What follows belongs to an exercise in optimizing a design on an open flow for small area, a short achievable clock period and few clock cycles; a production flow would make more cautious choices. Where RTL was checked, it was by simulation tests only, not by an equivalence proof against the original. Function not checked in run 2: the RTL went through the layout flow alone. Power is estimated from default activity; no workload was simulated.

<file path="config.mk">
export PLATFORM = sky130hd
export DESIGN_NAME = core
export DESIGN_NICKNAME = core
export VERILOG_FILES = /design/flow/design.v
export SDC_FILE = /design/flow/constraint.sdc
export NUM_CORES = 4
export LEC_CHECK = 0
export CAP_MARGIN = 20
export CORE_MARGIN = 2
export CORE_UTILIZATION = 55
export CTS_CLUSTER_DIAMETER = 70
export CTS_CLUSTER_SIZE = 22
export SETUP_SLACK_MARGIN = 2.6
export SLEW_MARGIN = 20
</file>
<file path="constraint.sdc">
create_clock -name core_clock -period 5.5 [get_ports {clk}]
set_input_delay 1.1000 -clock core_clock [delete_from_list [all_inputs] [get_ports {clk}]]
set_output_delay 1.1000 -clock core_clock [all_outputs]
set_load 0.01 [all_outputs]
</file>
<file path="design.v">
package core_pkg;
	localparam int xlen = 64;
	localparam int ilen = 32;
	localparam int reg_addr_w = 5;
	localparam logic [xlen-1:0] default_reset_pc = 64'h8000_0000;
	localparam logic [6:0] opcode_op_imm = 7'b0010011;
	localparam logic [6:0] opcode_op = 7'b0110011;
	localparam logic [6:0] opcode_lui = 7'b0110111;
	localparam logic [6:0] funct7_base = 7'b0000000;
	localparam logic [6:0] funct7_alt = 7'b0100000;
endpackage
module fetch_stage #(
	parameter logic [core_pkg::xlen-1:0] RESET_PC = core_pkg::default_reset_pc
) (
	input  logic clk,
	input  logic reset,
	output logic ireq_valid,
	output logic [core_pkg::xlen-1:0] ireq_addr,
	input  logic iresp_data_ok,
	input  logic [core_pkg::ilen-1:0] iresp_data,
	output logic [core_pkg::xlen-3:0] pc,
	input  logic stall,
	input  logic [31:1] rf_valid,
	input  logic c_wen,
	input  logic [core_pkg::reg_addr_w-1:0] c_rd,
	input  logic x_wen,
	input  logic [core_pkg::reg_addr_w-1:0] x_rd,
	input  logic d_wen,
	input  logic [core_pkg::reg_addr_w-1:0] d_rd,
	output logic f_valid,
	output logic [core_pkg::ilen-1:0] f_instr,
	output logic f_wen,
	output logic [31:1] f_sel1,
	output logic [31:1] f_sel2,
	output logic f_bp1,
	output logic f_bp2,
	output logic f_imm,
	output logic f_m1a,
	output logic f_m1b,
	output logic f_m2a,
	output logic f_m2b,
	output logic f_stall
);
	logic [3:0] pc_lo;
	logic [core_pkg::xlen-7:0] pc_hi;
	logic [core_pkg::xlen-7:0] pc_hi_inc;
	logic [core_pkg::xlen-7:0] pc_hi_p1;
	logic hold;
	logic accept;
	logic n_valid_f;
	logic n_stall;
	logic adv;
	logic go;
	logic [core_pkg::ilen-1:0] n_instr;
	logic [core_pkg::reg_addr_w-1:0] n_rs1, n_rs2, f_rd;
	logic n_lui, n_op, n_use1, n_wen, n_slt;
	logic f_slt;
	logic n_bp1, n_bp2, n_m1a, n_m1b;
	logic [31:1] n_ok;
	assign ireq_valid = !hold;
	assign ireq_addr = {pc, 2'b00};
	assign accept = !hold && iresp_data_ok;
	assign adv = !hold;
	assign go = f_valid && !stall;
	assign pc = {pc_hi, pc_lo};
	incr #(.W(core_pkg::xlen-6)) pc_incr (.x(pc_hi), .y(pc_hi_inc));
	always_ff @(posedge clk) begin
		if (reset) begin
			pc_lo <= RESET_PC[5:2];
			pc_hi <= RESET_PC[core_pkg::xlen-1:6];
		end else if (accept) begin
			pc_lo <= pc_lo + 4'd1;
			if (pc_lo == 4'hf) pc_hi <= pc_hi_p1;
		end
	end
	always_ff @(posedge clk) begin
		pc_hi_p1 <= pc_hi_inc;
	end
	assign n_valid_f = adv ? accept : f_valid;
	always_ff @(posedge clk) begin
		if (reset) begin
			f_valid <= 1'b0;
			hold <= 1'b0;
		end else begin
			f_valid <= n_valid_f;
			hold <= n_valid_f && n_stall;
		end
	end
	assign n_instr = adv ? iresp_data : f_instr;
	assign n_rs1 = n_instr[19:15];
	assign n_rs2 = n_instr[24:20];
	assign n_lui = n_instr[6:0] == core_pkg::opcode_lui;
	assign n_op = n_instr[6:0] == core_pkg::opcode_op;
	assign n_use1 = !n_lui;
	assign f_rd = f_instr[11:7];
	decode_wen n_dec (.instr(n_instr), .wen(n_wen));
	assign n_stall = f_slt && (n_m1a || n_m1b);
	assign n_slt = n_op && n_instr[31:25] == core_pkg::funct7_base && n_instr[14:12] == 3'b010;
	assign n_m1a = go && f_wen && f_rd == n_rs1 && n_use1;
	assign n_m1b = go && f_wen && f_rd == n_rs2 && n_op;
	assign n_bp1 = x_wen && x_rd == n_rs1 && n_use1;
	assign n_bp2 = x_wen && x_rd == n_rs2 && n_op;
	for (genvar i = 1; i < 32; i++) begin : v
		assign n_ok[i] = (rf_valid[i] || (c_wen && c_rd == i)) && !(x_wen && x_rd == i);
	end
	always_ff @(posedge clk) begin
		f_instr <= n_instr;
		for (int i = 1; i < 32; i++) begin
			f_sel1[i] <= n_rs1 == i && n_ok[i] && n_use1;
			f_sel2[i] <= n_rs2 == i && n_ok[i] && n_op;
		end
		f_bp1 <= n_bp1;
		f_bp2 <= n_bp2;
		f_imm <= !n_op;
		f_wen <= n_wen;
		f_slt <= n_slt;
		f_stall <= n_stall;
		f_m1a <= n_m1a;
		f_m1b <= n_m1b;
		f_m2a <= !n_m1a && d_wen && d_rd == n_rs1 && n_use1;
		f_m2b <= !n_m1b && d_wen && d_rd == n_rs2 && n_op;
	end
endmodule
module decode_wen (
	input  logic [core_pkg::ilen-1:0] instr,
	output logic wen
);
	logic [6:0] opcode;
	logic [2:0] funct3;
	logic [6:0] funct7;
	assign opcode = instr[6:0];
	assign funct3 = instr[14:12];
	assign funct7 = instr[31:25];
	assign wen = instr[11:7] != '0 && (
		(opcode == core_pkg::opcode_op_imm && funct3 == 3'b000)
		|| opcode == core_pkg::opcode_lui
		|| (opcode == core_pkg::opcode_op && funct7 == core_pkg::funct7_base
			&& (funct3 == 3'b000 || funct3 == 3'b111 || funct3 == 3'b110
				|| funct3 == 3'b100 || funct3 == 3'b010))
		|| (opcode == core_pkg::opcode_op && funct7 == core_pkg::funct7_alt && funct3 == 3'b000));
endmodule
module incr #(
	parameter int W = 62
) (
	input  logic [W-1:0] x,
	output logic [W-1:0] y
);
	localparam int L = W > 32 ? 6 : W > 16 ? 5 : W > 8 ? 4 : W > 4 ? 3 : W > 2 ? 2 : 1;
	logic [W-1:0] c [0:L];
	assign c[0] = x;
	for (genvar l = 0; l < L; l++) begin : lvl
		for (genvar i = 0; i < W; i++) begin : bitp
			if (i >= (1 << l)) assign c[l+1][i] = c[l][i] & c[l][i-(1<<l)];
			else assign c[l+1][i] = c[l][i];
		end
	end
	assign y = x ^ {c[L][W-2:0], 1'b1};
endmodule
module decode (
	input  logic clk,
	input  logic reset,
	input  logic f_valid,
	input  logic [core_pkg::ilen-1:0] f_instr,
	input  logic f_wen,
	input  logic f_imm,
	input  logic f_m1a,
	input  logic f_m1b,
	input  logic f_m2a,
	input  logic f_m2b,
	input  logic f_stall,
	output logic stall,
	input  logic [core_pkg::xlen-1:0] rf_rdata1,
	input  logic [core_pkg::xlen-1:0] rf_rdata2,
	input  logic [core_pkg::xlen/2-1:0] x1_res,
	input  logic [core_pkg::xlen-1:0] x2_res,
	output logic d_valid,
	output logic [core_pkg::ilen-1:0] d_instr,
	output logic d_wen,
	output logic d_sub,
	output logic d_sel_sum,
	output logic d_sel_and,
	output logic d_sel_or,
	output logic d_sel_xor,
	output logic d_sel_slt,
	output logic d_m1a,
	output logic d_m1b,
	output logic [core_pkg::xlen-1:0] d_a,
	output logic [core_pkg::xlen-1:0] d_b
);
	localparam int H = core_pkg::xlen / 2;
	logic [6:0] opcode;
	logic [2:0] funct3;
	logic [6:0] funct7;
	logic is_addi, is_lui, is_op, op_base, op_alt;
	logic is_add, is_sub, is_and, is_or, is_xor, is_slt;
	logic sub;
	logic go;
	logic [core_pkg::xlen-1:0] imm;
	logic [core_pkg::xlen-1:0] b_read;
	logic [core_pkg::xlen-1:0] a, b;
	assign opcode = f_instr[6:0];
	assign funct3 = f_instr[14:12];
	assign funct7 = f_instr[31:25];
	assign is_addi = opcode == core_pkg::opcode_op_imm && funct3 == 3'b000;
	assign is_lui = opcode == core_pkg::opcode_lui;
	assign is_op = opcode == core_pkg::opcode_op;
	assign op_base = is_op && funct7 == core_pkg::funct7_base;
	assign op_alt = is_op && funct7 == core_pkg::funct7_alt;
	assign is_add = op_base && funct3 == 3'b000;
	assign is_sub = op_alt && funct3 == 3'b000;
	assign is_and = op_base && funct3 == 3'b111;
	assign is_or = op_base && funct3 == 3'b110;
	assign is_xor = op_base && funct3 == 3'b100;
	assign is_slt = op_base && funct3 == 3'b010;
	assign sub = is_sub || is_slt;
	assign imm = is_lui ? {{(core_pkg::xlen-32){f_instr[31]}}, f_instr[31:12], 12'b0}
		: {{(core_pkg::xlen-12){f_instr[31]}}, f_instr[31:20]};
	assign stall = f_stall;
	assign go = f_valid && !stall;
	assign b_read = rf_rdata2 | ({core_pkg::xlen{f_imm}} & imm);
	assign a[H-1:0] = f_m1a ? x1_res : f_m2a ? x2_res[H-1:0] : rf_rdata1[H-1:0];
	assign a[2*H-1:H] = f_m2a ? x2_res[2*H-1:H] : rf_rdata1[2*H-1:H];
	assign b[H-1:0] = f_m1b ? x1_res : f_m2b ? x2_res[H-1:0] : b_read[H-1:0];
	assign b[2*H-1:H] = f_m2b ? x2_res[2*H-1:H] : b_read[2*H-1:H];
	always_ff @(posedge clk) begin
		if (reset) begin
			d_valid <= 1'b0;
			d_wen <= 1'b0;
		end else begin
			d_valid <= go;
			d_wen <= go && f_wen;
		end
	end
	always_ff @(posedge clk) begin
		d_instr <= f_instr;
		d_sub <= sub;
		d_sel_sum <= is_addi || is_lui || is_add || is_sub;
		d_sel_and <= is_and;
		d_sel_or <= is_or;
		d_sel_xor <= is_xor;
		d_sel_slt <= go && is_slt;
		d_m1a <= f_m1a;
		d_m1b <= f_m1b;
		d_a <= a;
		d_b <= b ^ {core_pkg::xlen{sub}};
	end
endmodule
module regfile (
	input  logic clk,
	input  logic reset,
	input  logic [31:1] sel1,
	input  logic [31:1] sel2,
	input  logic bp1,
	input  logic bp2,
	output logic [core_pkg::xlen-1:0] rdata1,
	output logic [core_pkg::xlen-1:0] rdata2,
	output logic [31:1] valid,
	input  logic wen,
	input  logic [core_pkg::reg_addr_w-1:0] waddr,
	input  logic [core_pkg::xlen-1:0] wdata
);
	logic [core_pkg::xlen-1:0] regs [1:31];
	logic [31:1] we;
	for (genvar i = 1; i < 32; i++) begin : r
		assign we[i] = wen && waddr == i;
		always_ff @(posedge clk) begin
			if (we[i]) regs[i] <= wdata;
		end
	end
	always_ff @(posedge clk) begin
		if (reset) valid <= '0;
		else valid <= valid | we;
	end
	always_comb begin
		rdata1 = {core_pkg::xlen{bp1}} & wdata;
		rdata2 = {core_pkg::xlen{bp2}} & wdata;
		for (int i = 1; i < 32; i++) begin
			rdata1 = rdata1 | ({core_pkg::xlen{sel1[i]}} & regs[i]);
			rdata2 = rdata2 | ({core_pkg::xlen{sel2[i]}} & regs[i]);
		end
	end
endmodule
module execute (
	input  logic clk,
	input  logic reset,
	input  logic d_valid,
	input  logic [core_pkg::ilen-1:0] d_instr,
	input  logic d_wen,
	input  logic d_sub,
	input  logic d_sel_sum,
	input  logic d_sel_and,
	input  logic d_sel_or,
	input  logic d_sel_xor,
	input  logic d_sel_slt,
	input  logic d_m1a,
	input  logic d_m1b,
	input  logic [core_pkg::xlen-1:0] d_a,
	input  logic [core_pkg::xlen-1:0] d_b,
	output logic x_valid,
	output logic x_wen,
	output logic [core_pkg::ilen-1:0] x_instr,
	output logic [core_pkg::xlen/2-1:0] x1_res,
	output logic [core_pkg::xlen-1:0] result
);
	localparam int H = core_pkg::xlen / 2;
	logic [H-1:0] sum_lo;
	logic cout_lo;
	logic x_sub, x_sel_sum, x_sel_and, x_sel_or, x_sel_xor, x_sel_slt;
	logic x_carry;
	logic [H-1:0] x_rlo;
	logic [H-1:0] x_a_hi, x_b_hi;
	logic [H-1:0] sum_hi, r_hi;
	logic lt;
	addc #(.W(H)) add_lo (.a(d_a[H-1:0]), .b(d_b[H-1:0]), .cin(d_sub), .s(sum_lo), .cout(cout_lo));
	assign x1_res = ({H{d_sel_sum}} & sum_lo)
		| ({H{d_sel_and}} & (d_a[H-1:0] & d_b[H-1:0]))
		| ({H{d_sel_or}} & (d_a[H-1:0] | d_b[H-1:0]))
		| ({H{d_sel_xor}} & (d_a[H-1:0] ^ d_b[H-1:0]));
	always_ff @(posedge clk) begin
		if (reset) begin
			x_valid <= 1'b0;
			x_wen <= 1'b0;
		end else begin
			x_valid <= d_valid;
			x_wen <= d_wen;
		end
	end
	always_ff @(posedge clk) begin
		x_instr <= d_instr;
		x_sub <= d_sub;
		x_sel_sum <= d_sel_sum;
		x_sel_and <= d_sel_and;
		x_sel_or <= d_sel_or;
		x_sel_xor <= d_sel_xor;
		x_sel_slt <= d_sel_slt;
		x_carry <= cout_lo;
		x_rlo <= x1_res;
		x_a_hi <= d_m1a ? r_hi : d_a[2*H-1:H];
		x_b_hi <= d_m1b ? (r_hi ^ {H{d_sub}}) : d_b[2*H-1:H];
	end
	addc #(.W(H)) add_hi (.a(x_a_hi), .b(x_b_hi), .cin(x_carry), .s(sum_hi), .cout());
	assign lt = (x_a_hi[H-1] == x_b_hi[H-1]) ? x_a_hi[H-1] : sum_hi[H-1];
	assign r_hi = ({H{x_sel_sum}} & sum_hi)
		| ({H{x_sel_and}} & (x_a_hi & x_b_hi))
		| ({H{x_sel_or}} & (x_a_hi | x_b_hi))
		| ({H{x_sel_xor}} & (x_a_hi ^ x_b_hi));
	assign result = {r_hi, x_sel_slt ? {{(H-1){1'b0}}, lt} : x_rlo};
endmodule
module addc #(
	parameter int W = 32
) (
	input  logic [W-1:0] a,
	input  logic [W-1:0] b,
	input  logic cin,
	output logic [W-1:0] s,
	output logic cout
);
	localparam int L = W > 32 ? 6 : W > 16 ? 5 : W > 8 ? 4 : W > 4 ? 3 : W > 2 ? 2 : 1;
	logic [W-1:0] p0;
	logic [W-1:0] g [0:L];
	logic [W-1:0] p [0:L];
	logic [W:0] c;
	assign p0 = a ^ b;
	assign p[0] = p0;
	assign g[0] = a & b;
	for (genvar l = 0; l < L; l++) begin : lvl
		for (genvar i = 0; i < W; i++) begin : bitp
			if (i >= (1 << l)) begin : comb
				assign g[l+1][i] = g[l][i] | (p[l][i] & g[l][i-(1<<l)]);
				assign p[l+1][i] = p[l][i] & p[l][i-(1<<l)];
			end else begin : pass
				assign g[l+1][i] = g[l][i];
				assign p[l+1][i] = p[l][i];
			end
		end
	end
	assign c = {g[L] | (p[L] & {W{cin}}), cin};
	assign s = p0 ^ c[W-1:0];
	assign cout = c[W];
endmodule
module writeback #(
	parameter logic [core_pkg::xlen-1:0] RESET_PC = core_pkg::default_reset_pc
) (
	input  logic clk,
	input  logic reset,
	input  logic [core_pkg::xlen-3:0] pc,
	input  logic x_valid,
	input  logic [core_pkg::ilen-1:0] x_instr,
	input  logic x_wen,
	input  logic [core_pkg::xlen-1:0] result,
	output logic commit_valid,
	output logic [core_pkg::xlen-1:0] commit_pc,
	output logic [core_pkg::ilen-1:0] commit_instr,
	output logic commit_wen,
	output logic [core_pkg::reg_addr_w-1:0] commit_wdest,
	output logic [core_pkg::xlen-1:0] commit_wdata
);
	logic [3:0] cpc_lo;
	logic [core_pkg::xlen-7:0] cpc_hi;
	always_ff @(posedge clk) begin
		if (reset) begin
			commit_valid <= 1'b0;
			commit_wen <= 1'b0;
			cpc_lo <= RESET_PC[5:2];
			cpc_hi <= RESET_PC[core_pkg::xlen-1:6];
		end else begin
			commit_valid <= x_valid;
			commit_wen <= x_wen;
			if (commit_valid) begin
				cpc_lo <= cpc_lo + 4'd1;
				if (cpc_lo == 4'hf) cpc_hi <= pc[core_pkg::xlen-3:4];
			end
		end
	end
	always_ff @(posedge clk) begin
		commit_instr <= x_instr;
		commit_wdata <= result;
	end
	assign commit_pc = {cpc_hi, cpc_lo, 2'b00};
	assign commit_wdest = commit_instr[11:7];
endmodule
module core #(
	parameter logic [core_pkg::xlen-1:0] RESET_PC = core_pkg::default_reset_pc
) (
	input  logic clk,
	input  logic reset,
	output logic ireq_valid,
	output logic [core_pkg::xlen-1:0] ireq_addr,
	input  logic iresp_data_ok,
	input  logic [core_pkg::ilen-1:0] iresp_data,
	output logic commit_valid,
	output logic [core_pkg::xlen-1:0] commit_pc,
	output logic [core_pkg::ilen-1:0] commit_instr,
	output logic commit_wen,
	output logic [core_pkg::reg_addr_w-1:0] commit_wdest,
	output logic [core_pkg::xlen-1:0] commit_wdata
);
	logic [core_pkg::xlen-3:0] pc;
	logic stall;
	logic f_valid;
	logic [core_pkg::ilen-1:0] f_instr;
	logic f_wen;
	logic [31:1] f_sel1, f_sel2;
	logic f_bp1, f_bp2, f_imm;
	logic f_m1a, f_m1b, f_m2a, f_m2b, f_stall;
	logic d_valid;
	logic [core_pkg::ilen-1:0] d_instr;
	logic d_wen;
	logic d_sub, d_sel_sum, d_sel_and, d_sel_or, d_sel_xor, d_sel_slt;
	logic d_m1a, d_m1b;
	logic [core_pkg::xlen-1:0] d_a;
	logic [core_pkg::xlen-1:0] d_b;
	logic x_valid;
	logic x_wen;
	logic [core_pkg::ilen-1:0] x_instr;
	logic [core_pkg::xlen/2-1:0] x1_res;
	logic [31:1] rf_valid;
	logic [core_pkg::xlen-1:0] rf_rdata1;
	logic [core_pkg::xlen-1:0] rf_rdata2;
	logic [core_pkg::xlen-1:0] result;
	fetch_stage #(.RESET_PC(RESET_PC)) fetch_stage_i (
		.clk, .reset,
		.ireq_valid, .ireq_addr, .iresp_data_ok, .iresp_data, .pc,
		.stall, .rf_valid,
		.c_wen(commit_wen), .c_rd(commit_wdest),
		.x_wen, .x_rd(x_instr[11:7]),
		.d_wen, .d_rd(d_instr[11:7]),
		.f_valid, .f_instr, .f_wen, .f_sel1, .f_sel2, .f_bp1, .f_bp2, .f_imm,
		.f_m1a, .f_m1b, .f_m2a, .f_m2b, .f_stall
	);
	decode decode_i (
		.clk, .reset,
		.f_valid, .f_instr, .f_wen, .f_imm, .f_m1a, .f_m1b, .f_m2a, .f_m2b, .f_stall, .stall,
		.rf_rdata1, .rf_rdata2, .x1_res, .x2_res(result),
		.d_valid, .d_instr, .d_wen,
		.d_sub, .d_sel_sum, .d_sel_and, .d_sel_or, .d_sel_xor, .d_sel_slt,
		.d_m1a, .d_m1b, .d_a, .d_b
	);
	regfile regfile_i (
		.clk, .reset,
		.sel1(f_sel1), .sel2(f_sel2), .bp1(f_bp1), .bp2(f_bp2),
		.rdata1(rf_rdata1), .rdata2(rf_rdata2), .valid(rf_valid),
		.wen(commit_wen), .waddr(commit_wdest), .wdata(commit_wdata)
	);
	execute execute_i (
		.clk, .reset,
		.d_valid, .d_instr, .d_wen,
		.d_sub, .d_sel_sum, .d_sel_and, .d_sel_or, .d_sel_xor, .d_sel_slt,
		.d_m1a, .d_m1b, .d_a, .d_b,
		.x_valid, .x_wen, .x_instr, .x1_res, .result
	);
	writeback #(.RESET_PC(RESET_PC)) writeback_i (
		.clk, .reset, .pc,
		.x_valid, .x_instr, .x_wen, .result,
		.commit_valid, .commit_pc, .commit_instr,
		.commit_wen, .commit_wdest, .commit_wdata
	);
endmodule
</file>
<file path="flow/run.sh">
#!/bin/bash
# The standard layout, with plain buffers (buf_2) rather than the
# default delay cells on the input and output ports.
set -euo pipefail
export BUFFER_PORTS_ARGS="-buffer_cell sky130_fd_sc_hd__buf_2"
bash standard.sh > standard.log 2>&1
</file>
<file path="standard.sh">
#!/bin/bash
# synth_recipe.tcl (not shown) runs the flow's synth.tcl, then flattens the netlist and writes it again
# the make line also repeats each setting of config.mk as NAME=value (left out here)
make -C /OpenROAD-flow-scripts/flow DESIGN_CONFIG=/design/flow/config.mk WORK_HOME=/design/flow/orfs CLKGATE_MAP_FILE= SYNTH_SCRIPT=/design/flow/synth_recipe.tcl "${@:-finish}"
</file>
==> impl_metrics.json, run 1 <==
{
  "via_per_inst": 8.32,
  "cts_tree": "built",
  "ys_seq_area_share_pct": 67.3,
  "crit_path_start_kind": "flip-flop",
  "grt_max_degree": 67,
  "die_area_mm2": 0.204,
  "antenna_found_initial": 33,
  "timing.setup.tns_ps": 0,
  "drive_gt1_share_pct": 15.9,
  "power_frac_comb_pct": 1.5,
  "hold-path-endpoint": "writeback_i.commit_instr[21]",
  "cp-end-kind": "flip-flop",
  "grt_usage_pct": 50.0,
  "synth-edff-count": 1984,
  "place_congestion": 0.969,
  "p_clk_share_pct": 37.8,
  "finalCritPeriodShare_pct": 61.0,
  "finalWirelength_um": 533000,
  "syn_area_mm2": 0.110,
  "rsz0062_at_grt": "yes",
  "synth.top_cell.area_share_pct": 54.1,
  "max_cap_viol_count": 0,
  "avgSynthCellArea_um2": 13.4,
  "fin_nets": 8595,
  "cts_root_buf": "clkbuf_16",
  "rows": 164,
  "synth_async_sr_flop_share_pct": 0,
  "io_pins": 267,
  "switchingPower_mw": 7.64,
  "finalHoldViolations": 0,
  "r2r_start": "execute_i.x_a_hi[21]",
  "p_int_mw": 28.2,
  "worst_pin_slew_ps": 1200,
  "ant_nets": 0,
  "p_leak_nw": 45.6,
  "max_freq_ghz": 0.298,
  "p_per_area_mw_per_mm2": 288,
  "cts_htree_levels": 4,
  "route.detailed.wl_per_inst_um": 47.3,
  "core_area_mm2": 0.199,
  "hp-class": "reg2reg",
  "min_period_ps": 3360,
  "dp_cells": 10800,
  "vias": 93700,
  "cp.required_ps": 6280,
  "r2r_slack_ps": 2140,
  "syn_inst": 8191,
  "slew_headroom_pct": 20.3,
  "yosysWarnings": 11,
  "fillers": 15200,
  "hold_buffers": 0,
  "grt_pass1_wl_um": 700000,
  "die_w_um": 451,
  "final-setup-viol-count": 0,
  "worst_ep_arrival_time_ps": 4140,
  "yosysTopAreaCell": "edfxtp_1",
  "clock_path_buffers": 3,
  "drv_slew": 0,
  "multi_input_area_mm2": 0.0346,
  "ys_types": 86,
  "io_buffers": 262,
  "switching_share_pct": 21.3,
  "start_util_pct": 55.2,
  "die_y_um": 451,
  "areaGrowthSynthToFinish_pct": 12.9,
  "worst-r2r-cell-count": 11,
  "overflow": 0,
  "cts-buffers-inserted": 159,
  "fin_worst_skew_ps": 46.1,
  "critical_path_class": "reg2reg",
  "ys_ff_latch": 2707,
  "insertion_delay_ps": 900,
  "firstDrtPassIters": 14,
  "worstPathMaxFanout": 4,
  "clk_transition_reported_paths_ps": 90,
  "pwr-share-seq_pct": 60.8,
  "drtIter0Drc": 23800,
  "ff_latch_area_mm2": 0.0744,
  "grt_pass1_vias": 83500,
  "run_status": "no timing/DRC/antenna violations",
  "whs_ps": 328,
  "ys.flop_type": "edfxtp_1",
  "post-dp-hpwl_um": 275000,
  "irDropWorstVdd_uv": 382,
  "r2r-end": "execute_i.x_b_hi[28]",
  "stdcell_count": 11300,
  "synthTopCellsByArea": "edfxtp_1 (54%), dfxtp_1 (13%), a22oi_1 (5.4%), a221oi_1 (4.7%), a22o_1 (4.4%)",
  "min_from": "execute_i.x_instr[21]",
  "remaining_drc_errors": 0,
  "cts.sinks": 2707,
  "holdPathStages": 0
}
-- critical path, cell delays in order, from the launching register on --
cell      delay [ps]
dfxtp_1          340
ha_4             190
or3_1            370
o32a_1           450
a221o_1          440
buf_6            160
o21ai_4          150
a21boi_2          90
o311a_1          290
o31a_1           340
xnor2_1          160
mux2_2           280
-- synthesized netlist by cell type, types with 53 or more instances --
library cell and instances:
buf_1 202, a221oi_1 595, edfxtp_1 1984, xor2_1 67, inv_1 223, nand4_1 273
a21o_1 53, a22o_1 555, nand2_1 426, a222oi_1 75, xnor2_1 154, nor2_1 214
dfxtp_1 723, ha_1 131, nor3_1 191, a21oi_1 370, a22oi_1 794, o21ai_0 76
clkbuf_1 402, nand3_1 201
-- how the worst max path moves through the flow --
stage,cells past startpoint,startpoint,slack [ps],to
floorplan,5,writeback_i.commit_wen,2360,fetch_stage_i.f_sel2[11]
finish,11,execute_i.x_a_hi[21],2140,execute_i.x_b_hi[28]
detailed placement,12,execute_i.x_a_hi[12],1850,execute_i.x_b_hi[29]
global route,12,execute_i.x_a_hi[21],2100,decode_i.d_b[60]
CTS,12,execute_i.x_b_hi[17],2230,decode_i.d_b[0]
global placement,12,execute_i.x_a_hi[12],1950,execute_i.x_b_hi[29]
-- metal layers --
layer	part of all wire, %	track usage [%]	vias up
li1	-	-	33600
met1	33	63.7	45300
met2	39	68.6	11600
met3	19	23.3	3200
met4	9.0	31.7	36
met5	0.15	0	-
-- power groups by stage --
stage | logic [mW] | clock network (mW) | registers [mW]
final | 0.527 | 13.5 | 21.8
after global routing | 0.561 | 14.1 | 21.8
after CTS | 0.482 | 13.4 | 21.8
after detailed placement | 0.448 | 0 | 22.2
after global placement | 0.437 | 0 | 22.2
after floorplan | 0.277 | 0 | 22.3
-- what timing repair did --
action,in CTS,in global routing
pin swaps,76,97
setup buffers,72,56
gates cloned,1,2
gates resized for setup,185,165
setup endpoints to repair,333,229
-- cell type report --
| cell class | count | area share [%] |
|---|---|---|
| clock buffers | 228 | 3.65 |
| multi-input cells | 4647 | 27.8 |
| clock inverters | 64 | 0.607 |
| diodes | 57 | 0.115 |
| repair buffers | 688 | 4.59 |
| well taps | 2656 | 2.67 |
| flip-flops and latches | 2707 | 59.9 |
| inverters | 224 | 0.677 |
-- per-stage QoR --
stage	total power [mW]	setup slack (ps)	cell area (um^2)	util, %
floorplan	22.5	2360	110000	-
global placement	22.7	1950	116000	58.1
detailed placement	22.7	1850	116000	58.1
CTS	35.6	2230	123000	61.6
global route	36.5	2100	124000	62.2
finish	35.8	2140	124000	62.3
-- cells in the final DEF, fill, tap and decap left out, types with 198 or more instances in the layout --
cell,count
a21oi_1,325
a221oi_1,586
a22o_1,555
a22oi_1,794
buf_2,260
buf_4,294
dfxtp_1,615
edfxtp_1,1984
inv_1,208
nand2_1,423
nand3_1,198
nand4_1,273
-- flip-flops by register name, indices dropped and copies added, names as in the netlist, 31 cells and up --
| signal | cells |
|---|---|
| fetch_stage_i.pc_hi | 58 |
| decode_i.d_b | 64 |
| fetch_stage_i.pc_hi_p1 | 58 |
| fetch_stage_i.f_instr | 32 |
| regfile_i.valid | 31 |
| execute_i.x_instr | 32 |
| decode_i.d_instr | 32 |
| writeback_i.commit_instr | 32 |
| writeback_i.commit_wdata | 64 |
| regfile_i.regs | 1984 |
| decode_i.d_a | 64 |
| writeback_i.cpc_hi | 58 |
| fetch_stage_i.f_sel2 | 31 |
| execute_i.x_a_hi | 32 |
| execute_i.x_rlo | 32 |
| fetch_stage_i.f_sel1 | 31 |
| execute_i.x_b_hi | 32 |
-- cell families (layout without fill, tap and decap cells) --
family	Yosys count	after routing	share of synthesized area, %
AO/OA/AOI/OAI	2747	2748	19.4
XOR/XNOR	221	221	1.76
adder cells (fa/ha/maj)	133	133	1.53
buffers and inverters	842	1204	2.91
flip-flops	2707	2707	67.3
multiplexers	67	67	0.667
other	1	61	0.00341
AND/OR/NAND/NOR	1473	1474	6.53
Testbench counts, summed over its fixed seeds: cycles 43,120.
==> run 2, diff against run 1 <==
--- a/design.v
+++ b/design.v
@@ -39,53 +39,39 @@
 	output logic f_m1b,
 	output logic f_m2a,
-	output logic f_m2b,
-	output logic f_stall
+	output logic f_m2b
 );
-	logic [3:0] pc_lo;
-	logic [core_pkg::xlen-7:0] pc_hi;
-	logic [core_pkg::xlen-7:0] pc_hi_inc;
-	logic [core_pkg::xlen-7:0] pc_hi_p1;
-	logic hold;
+	logic [core_pkg::xlen-3:0] pc_inc;
+	logic s_valid;
+	logic [core_pkg::ilen-1:0] s_instr;
 	logic accept;
-	logic n_valid_f;
-	logic n_stall;
 	logic adv;
 	logic go;
 	logic [core_pkg::ilen-1:0] n_instr;
 	logic [core_pkg::reg_addr_w-1:0] n_rs1, n_rs2, f_rd;
-	logic n_lui, n_op, n_use1, n_wen, n_slt;
-	logic f_slt;
+	logic n_lui, n_op, n_use1, n_wen;
 	logic n_bp1, n_bp2, n_m1a, n_m1b;
-	logic [31:1] n_ok;
-	assign ireq_valid = !hold;
+	logic [31:1] n_valid;
+	assign ireq_valid = !s_valid;
 	assign ireq_addr = {pc, 2'b00};
-	assign accept = !hold && iresp_data_ok;
-	assign adv = !hold;
+	assign accept = !s_valid && iresp_data_ok;
+	assign adv = !(f_valid && stall);
 	assign go = f_valid && !stall;
-	assign pc = {pc_hi, pc_lo};
-	incr #(.W(core_pkg::xlen-6)) pc_incr (.x(pc_hi), .y(pc_hi_inc));
+	incr #(.W(core_pkg::xlen-2)) pc_incr (.x(pc), .y(pc_inc));
 	always_ff @(posedge clk) begin
-		if (reset) begin
-			pc_lo <= RESET_PC[5:2];
-			pc_hi <= RESET_PC[core_pkg::xlen-1:6];
-		end else if (accept) begin
-			pc_lo <= pc_lo + 4'd1;
-			if (pc_lo == 4'hf) pc_hi <= pc_hi_p1;
-		end
-	end
-	always_ff @(posedge clk) begin
-		pc_hi_p1 <= pc_hi_inc;
+		if (reset) pc <= RESET_PC[core_pkg::xlen-1:2];
+		else if (accept) pc <= pc_inc;
 	end
-	assign n_valid_f = adv ? accept : f_valid;
 	always_ff @(posedge clk) begin
 		if (reset) begin
 			f_valid <= 1'b0;
-			hold <= 1'b0;
+			s_valid <= 1'b0;
+		end else if (adv) begin
+			f_valid <= s_valid || accept;
+			s_valid <= 1'b0;
 		end else begin
-			f_valid <= n_valid_f;
-			hold <= n_valid_f && n_stall;
+			s_valid <= s_valid || accept;
 		end
 	end
-	assign n_instr = adv ? iresp_data : f_instr;
+	assign n_instr = !adv ? f_instr : s_valid ? s_instr : iresp_data;
 	assign n_rs1 = n_instr[19:15];
 	assign n_rs2 = n_instr[24:20];
@@ -95,6 +81,4 @@
 	assign f_rd = f_instr[11:7];
 	decode_wen n_dec (.instr(n_instr), .wen(n_wen));
-	assign n_stall = f_slt && (n_m1a || n_m1b);
-	assign n_slt = n_op && n_instr[31:25] == core_pkg::funct7_base && n_instr[14:12] == 3'b010;
 	assign n_m1a = go && f_wen && f_rd == n_rs1 && n_use1;
 	assign n_m1b = go && f_wen && f_rd == n_rs2 && n_op;
@@ -102,11 +86,12 @@
 	assign n_bp2 = x_wen && x_rd == n_rs2 && n_op;
 	for (genvar i = 1; i < 32; i++) begin : v
-		assign n_ok[i] = (rf_valid[i] || (c_wen && c_rd == i)) && !(x_wen && x_rd == i);
+		assign n_valid[i] = rf_valid[i] || (c_wen && c_rd == i);
 	end
 	always_ff @(posedge clk) begin
 		f_instr <= n_instr;
+		if (!s_valid) s_instr <= iresp_data;
 		for (int i = 1; i < 32; i++) begin
-			f_sel1[i] <= n_rs1 == i && n_ok[i] && n_use1;
-			f_sel2[i] <= n_rs2 == i && n_ok[i] && n_op;
+			f_sel1[i] <= n_rs1 == i && n_valid[i] && !n_bp1 && n_use1;
+			f_sel2[i] <= n_rs2 == i && n_valid[i] && !n_bp2 && n_op;
 		end
 		f_bp1 <= n_bp1;
@@ -114,6 +99,4 @@
 		f_imm <= !n_op;
 		f_wen <= n_wen;
-		f_slt <= n_slt;
-		f_stall <= n_stall;
 		f_m1a <= n_m1a;
 		f_m1b <= n_m1b;
@@ -146,5 +129,5 @@
 	output logic [W-1:0] y
 );
-	localparam int L = W > 32 ? 6 : W > 16 ? 5 : W > 8 ? 4 : W > 4 ? 3 : W > 2 ? 2 : 1;
+	localparam int L = $clog2(W);
 	logic [W-1:0] c [0:L];
 	assign c[0] = x;
@@ -168,5 +151,4 @@
 	input  logic f_m2a,
 	input  logic f_m2b,
-	input  logic f_stall,
 	output logic stall,
 	input  logic [core_pkg::xlen-1:0] rf_rdata1,
@@ -216,5 +198,5 @@
 	assign imm = is_lui ? {{(core_pkg::xlen-32){f_instr[31]}}, f_instr[31:12], 12'b0}
 		: {{(core_pkg::xlen-12){f_instr[31]}}, f_instr[31:20]};
-	assign stall = f_stall;
+	assign stall = d_sel_slt && (f_m1a || f_m1b);
 	assign go = f_valid && !stall;
 	assign b_read = rf_rdata2 | ({core_pkg::xlen{f_imm}} & imm);
@@ -356,12 +338,11 @@
 	output logic cout
 );
-	localparam int L = W > 32 ? 6 : W > 16 ? 5 : W > 8 ? 4 : W > 4 ? 3 : W > 2 ? 2 : 1;
+	localparam int L = $clog2(W);
 	logic [W-1:0] p0;
 	logic [W-1:0] g [0:L];
 	logic [W-1:0] p [0:L];
-	logic [W:0] c;
 	assign p0 = a ^ b;
 	assign p[0] = p0;
-	assign g[0] = a & b;
+	assign g[0] = {a[W-1:1] & b[W-1:1], (a[0] & b[0]) | (p0[0] & cin)};
 	for (genvar l = 0; l < L; l++) begin : lvl
 		for (genvar i = 0; i < W; i++) begin : bitp
@@ -375,7 +356,6 @@
 		end
 	end
-	assign c = {g[L] | (p[L] & {W{cin}}), cin};
-	assign s = p0 ^ c[W-1:0];
-	assign cout = c[W];
+	assign s = p0 ^ {g[L][W-2:0], cin};
+	assign cout = g[L][W-1];
 endmodule
 module writeback #(
@@ -443,5 +423,5 @@
 	logic [31:1] f_sel1, f_sel2;
 	logic f_bp1, f_bp2, f_imm;
-	logic f_m1a, f_m1b, f_m2a, f_m2b, f_stall;
+	logic f_m1a, f_m1b, f_m2a, f_m2b;
 	logic d_valid;
 	logic [core_pkg::ilen-1:0] d_instr;
@@ -467,9 +447,9 @@
 		.d_wen, .d_rd(d_instr[11:7]),
 		.f_valid, .f_instr, .f_wen, .f_sel1, .f_sel2, .f_bp1, .f_bp2, .f_imm,
-		.f_m1a, .f_m1b, .f_m2a, .f_m2b, .f_stall
+		.f_m1a, .f_m1b, .f_m2a, .f_m2b
 	);
 	decode decode_i (
 		.clk, .reset,
-		.f_valid, .f_instr, .f_wen, .f_imm, .f_m1a, .f_m1b, .f_m2a, .f_m2b, .f_stall, .stall,
+		.f_valid, .f_instr, .f_wen, .f_imm, .f_m1a, .f_m1b, .f_m2a, .f_m2b, .stall,
 		.rf_rdata1, .rf_rdata2, .x1_res, .x2_res(result),
 		.d_valid, .d_instr, .d_wen,
==> run.sh (new file) <==
#!/bin/bash
# synth_recipe.tcl (not shown) runs the flow's synth.tcl, then flattens the netlist and writes it again
# the make line also repeats each setting of config.mk as NAME=value (left out here)
make -C /OpenROAD-flow-scripts/flow DESIGN_CONFIG=/design/flow/config.mk WORK_HOME=/design/flow/orfs CLKGATE_MAP_FILE= SYNTH_SCRIPT=/design/flow/synth_recipe.tcl finish
==> config.mk (replaced) <==
export PLATFORM = sky130hd
export DESIGN_NAME = core
export DESIGN_NICKNAME = core
export VERILOG_FILES = /design/flow/design.v
export SDC_FILE = /design/flow/constraint.sdc
export NUM_CORES = 4
export LEC_CHECK = 0
export ABC_CLOCK_PERIOD_IN_PS = 2500
export CAP_MARGIN = 20
export CORE_MARGIN = 2
export CORE_UTILIZATION = 40
export CTS_BUF_LIST = sky130_fd_sc_hd__clkbuf_4 sky130_fd_sc_hd__clkbuf_8 sky130_fd_sc_hd__clkbuf_16
export CTS_CLUSTER_DIAMETER = 100
export CTS_CLUSTER_SIZE = 30
export SETUP_SLACK_MARGIN = 2.0
export SLEW_MARGIN = 20
removed: flow/run.sh
removed: standard.sh
==> run 2 against run 1 <==
  * Sequential share of layout area rose by 0.47 points
  * Via count fell by 1.9%
  * Worst hold slack improved by 7.6 ps
  * Combinational power rose by 7.0%
  * Clock-buffer cell count fell by 63
  * Die area rose by 37%
  * Global-route usage fell by 13 points
  * Non-clock buffer count fell by 97
  * Clock skew rose by 15 ps
  * Worst setup slack got worse by 320 ps
==> impl_metrics.json, run 2 <==
{
  "run_status": "no timing/DRC/antenna violations",
  "cts_htree_levels": 3,
  "irDropWorstVdd_uv": 332,
  "hold_buffers": 0,
  "fin_area_mm2": 0.122,
  "fillers": 24100,
  "switching_share_pct": 21.4,
  "grt_pass1_vias": 83400,
  "syn_inst": 8171,
  "clk_transition_reported_paths_ps": 110,
  "fin_worst_skew_ps": 61.6,
  "worst_ep_arrival_time_ps": 4400,
  "ys_types": 83,
  "ys_seq_area_share_pct": 67.0,
  "critical_path_class": "reg2reg",
  "synth-edff-count": 1984,
  "remaining_drc_errors": 0,
  "avgSynthCellArea_um2": 13.4,
  "worstPathCellList": "buf_4, buf_4, a221oi_1, nand4_1, nor3_1, a221oi_1, a21oi_1, xnor2_1",
  "min_period_ps": 3680,
  "final_cell_mix": "edfxtp_1 (1984), a22oi_1 (817), dfxtp_1 (600)",
  "slew_headroom_pct": 10.5,
  "largest_register_ffs": 1984,
  "die_y_um": 528,
  "ant_nets": 0,
  "areaGrowthSynthToFinish_pct": 11.5,
  "worstPathMaxFanout": 27,
  "clock_path_buffers": 3,
  "place_congestion": 0.938,
  "synth_async_sr_flop_share_pct": 0,
  "dpl_cell_area_mm2": 0.118,
  "p_leak_nw": 43.5,
  "slowest_stage": "nor3_1",
  "synth.top_cell.area_share_pct": 54.3,
  "yosysMostFrequentCell": "edfxtp_1",
  "multi_input_area_mm2": 0.0336,
  "ff_latch_area_mm2": 0.0738,
  "die_w_um": 528,
  "switchingPower_mw": 7.07,
  "p_per_area_mw_per_mm2": 270,
  "ys.flop_type": "edfxtp_1",
  "antenna_found_initial": 33,
  "via_per_inst": 7.69,
  "slowest_delay_ps": 960,
  "rows": 192,
  "yosysWarnings": 11,
  "die_area_mm2": 0.278,
  "cp-end-kind": "flip-flop",
  "max_freq_ghz": 0.272,
  "insertion_delay_ps": 880,
  "overflow": 0,
  "cp.required_ps": 6220,
  "finalCritPeriodShare_pct": 66.9,
  "syn_area_mm2": 0.110,
  "grt_pass1_wl_um": 708000,
  "cts_root_buf": "clkbuf_16",
  "yosysTopAreaCell": "edfxtp_1",
  "final-setup-viol-count": 0,
  "drv_slew": 0,
  "ys_ff_latch": 2679,
  "grt_max_degree": 77,
  "timing.setup.tns_ps": 0,
  "finalWirelength_um": 534000,
  "route.detailed.wl_per_inst_um": 44.7,
  "regMostFlops": "regfile_i.regs",
  "finalHoldViolations": 0,
  "post-route-util_pct": 44.8,
  "power_frac_comb_pct": 1.7,
  "pwr-share-seq_pct": 65.4,
  "crit_path_start_kind": "flip-flop",
  "rsz0062_at_grt": "yes",
  "p_int_mw": 26.0,
  "hp-class": "reg2reg",
  "layout_commonest_cell": "edfxtp_1",
  "post-dp-hpwl_um": 284000,
  "cp.buffers_inverters": 2,
  "start_util_pct": 40.2,
  "firstDrtPassIters": 22,
  "io_buffers": 262,
  "drive_gt1_share_pct": 9.77,
  "core_area_mm2": 0.273,
  "drtIter0Drc": 22800,
  "cp_top_family": "simple AND/OR/NAND/NOR gates",
  "io_pins": 267,
  "cts-buffers-inserted": 106,
  "cts.sinks": 2679,
  "vias": 91900,
  "synthTopCellsByArea": "edfxtp_1 (54%), dfxtp_1 (13%), a22oi_1 (5.6%), a221oi_1 (4.7%), a22o_1 (4.4%)",
  "worst_pin_slew_ps": 1330,
  "fin_nets": 8420,
  "grt_usage_pct": 36.7,
  "synthTopCellsByCount": "edfxtp_1 (1984), a22oi_1 (817), dfxtp_1 (695)",
  "p_clk_share_pct": 32.9,
  "cts_tree": "built",
  "max_cap_viol_count": 0
}
run 2: changes by cell type after synthesis, moves of 15 or more:
| cell | change |
|---|---|
| nor2_1 | +38 |
| xnor2_1 | -46 |
| dfxtp_1 | -28 |
| inv_1 | +32 |
| or3_1 | +33 |
| a211oi_1 | +16 |
| a22oi_1 | +23 |
| nor2b_1 | -15 |
| o21ai_0 | +34 |
| o22ai_1 | -27 |
| nand2_1 | -109 |
run 2: cell families after synthesis:
logic type | after synthesis | synth area share, %
muxes | 90 | 0.894
and+or+nand+nor | 1429 | 6.46
xor gates and xnor gates | 189 | 1.51
buffers and inverters | 878 | 3.05
adders and majority gates | 134 | 1.56
AOI/OAI and AO/OA | 2771 | 19.5
DFF | 2679 | 67.0
other | 1 | 0.00342
run 2: cell type report:
type,count,share of cell area [%]
flip-flops and latches,2679,60.3
multi-input cells,4617,27.4
clock inverters,35,0.316
repair buffers,591,4.81
inverters,256,0.786
clock buffers,165,2.60
diodes,25,0.0511
well taps,3589,3.67
run 2: repair_timing:
item / 4_1_cts / 5_1_grt
pin swaps: 9 / 32
endpoints found under the setup margin: 141 / 125
resized for setup: 41 / 62
hold endpoints to repair: 0 / 0
setup buffers: 9 / 18
run 2: per-layer routing:
layer / vias to the layer above / track usage, % / routed length, um
met4: 44 / 24.9 / 49300
met5: - / 0.468 / 494
met1: 44500 / 46.2 / 177000
li1: 33200 / - / -
met2: 11000 / 50.6 / 209000
met3: 3188 / 15.8 / 98600
run 2: final timing paths:
| check | slack [ps] | cells past startpoint | start | end |
|---|---|---|---|---|
| worst min-delay path | 340 | 0 | decode_i.d_instr[28] | execute_i.x_instr[28] |
| worst min register to register | 340 | 0 | decode_i.d_instr[28] | execute_i.x_instr[28] |
| worst max-delay path | 1820 | 8 | fetch_stage_i.f_sel2[1] | decode_i.d_b[11] |
| worst max register to register | 1820 | 8 | fetch_stage_i.f_sel2[1] | decode_i.d_b[11] |
run 2: power groups by stage:
stage | clock network (mW) | logic, mW | registers, mW
after global routing | 11.4 | 0.606 | 21.6
after detailed placement | 0 | 0.542 | 22.1
after floorplan | 0 | 0.288 | 22.1
final | 10.9 | 0.564 | 21.6
after CTS | 10.8 | 0.546 | 21.6
after global placement | 0 | 0.532 | 22.1
run 2: metrics by stage:
step	power, mW	hold slack (ps)	worst slack, ps	std cells
after global placement	22.6	310	1310	11700
after global routing	33.7	341	1960	11900
after detailed placement	22.6	312	1300	11700
after CTS	32.9	336	1970	11900
after floorplan	22.4	310	1360	8174
final	33.1	336	1820	12000

[afterwards: timing with drivers on the ports]
Ports are ideal in the flow. The routed layouts listed here were re-timed in OpenROAD.
Step 1, drivers: a clkbuf_16 drives clk and a buf_2 each remaining input, both assumed.
Step 2, shift: input delay + t, output delay - t, t = (earliest + latest rising clock arrival at the registers) / 2. This alone moves slack from input paths to output paths.
Three values: ideal ports, drivers, drivers and shift; two values: the first two.
run | t (ns) | setup slack, ns | worst setup path after step 2 | worst data-port slew with drivers (ns) | cell pins on the clock port's net
run 1 | 0.961 | 2.144 / 2.144 / 2.144 | register to register | 0.05 | 1
run 2 | 0.949 | 1.819 / 1.819 / 1.530 | input to register | 0.07 | 1
After both steps setup and hold are still met in every run listed. For run 2, which loses most, drivers alone change the setup slack by 0.000 ns; drivers and shift together by -0.289 ns.
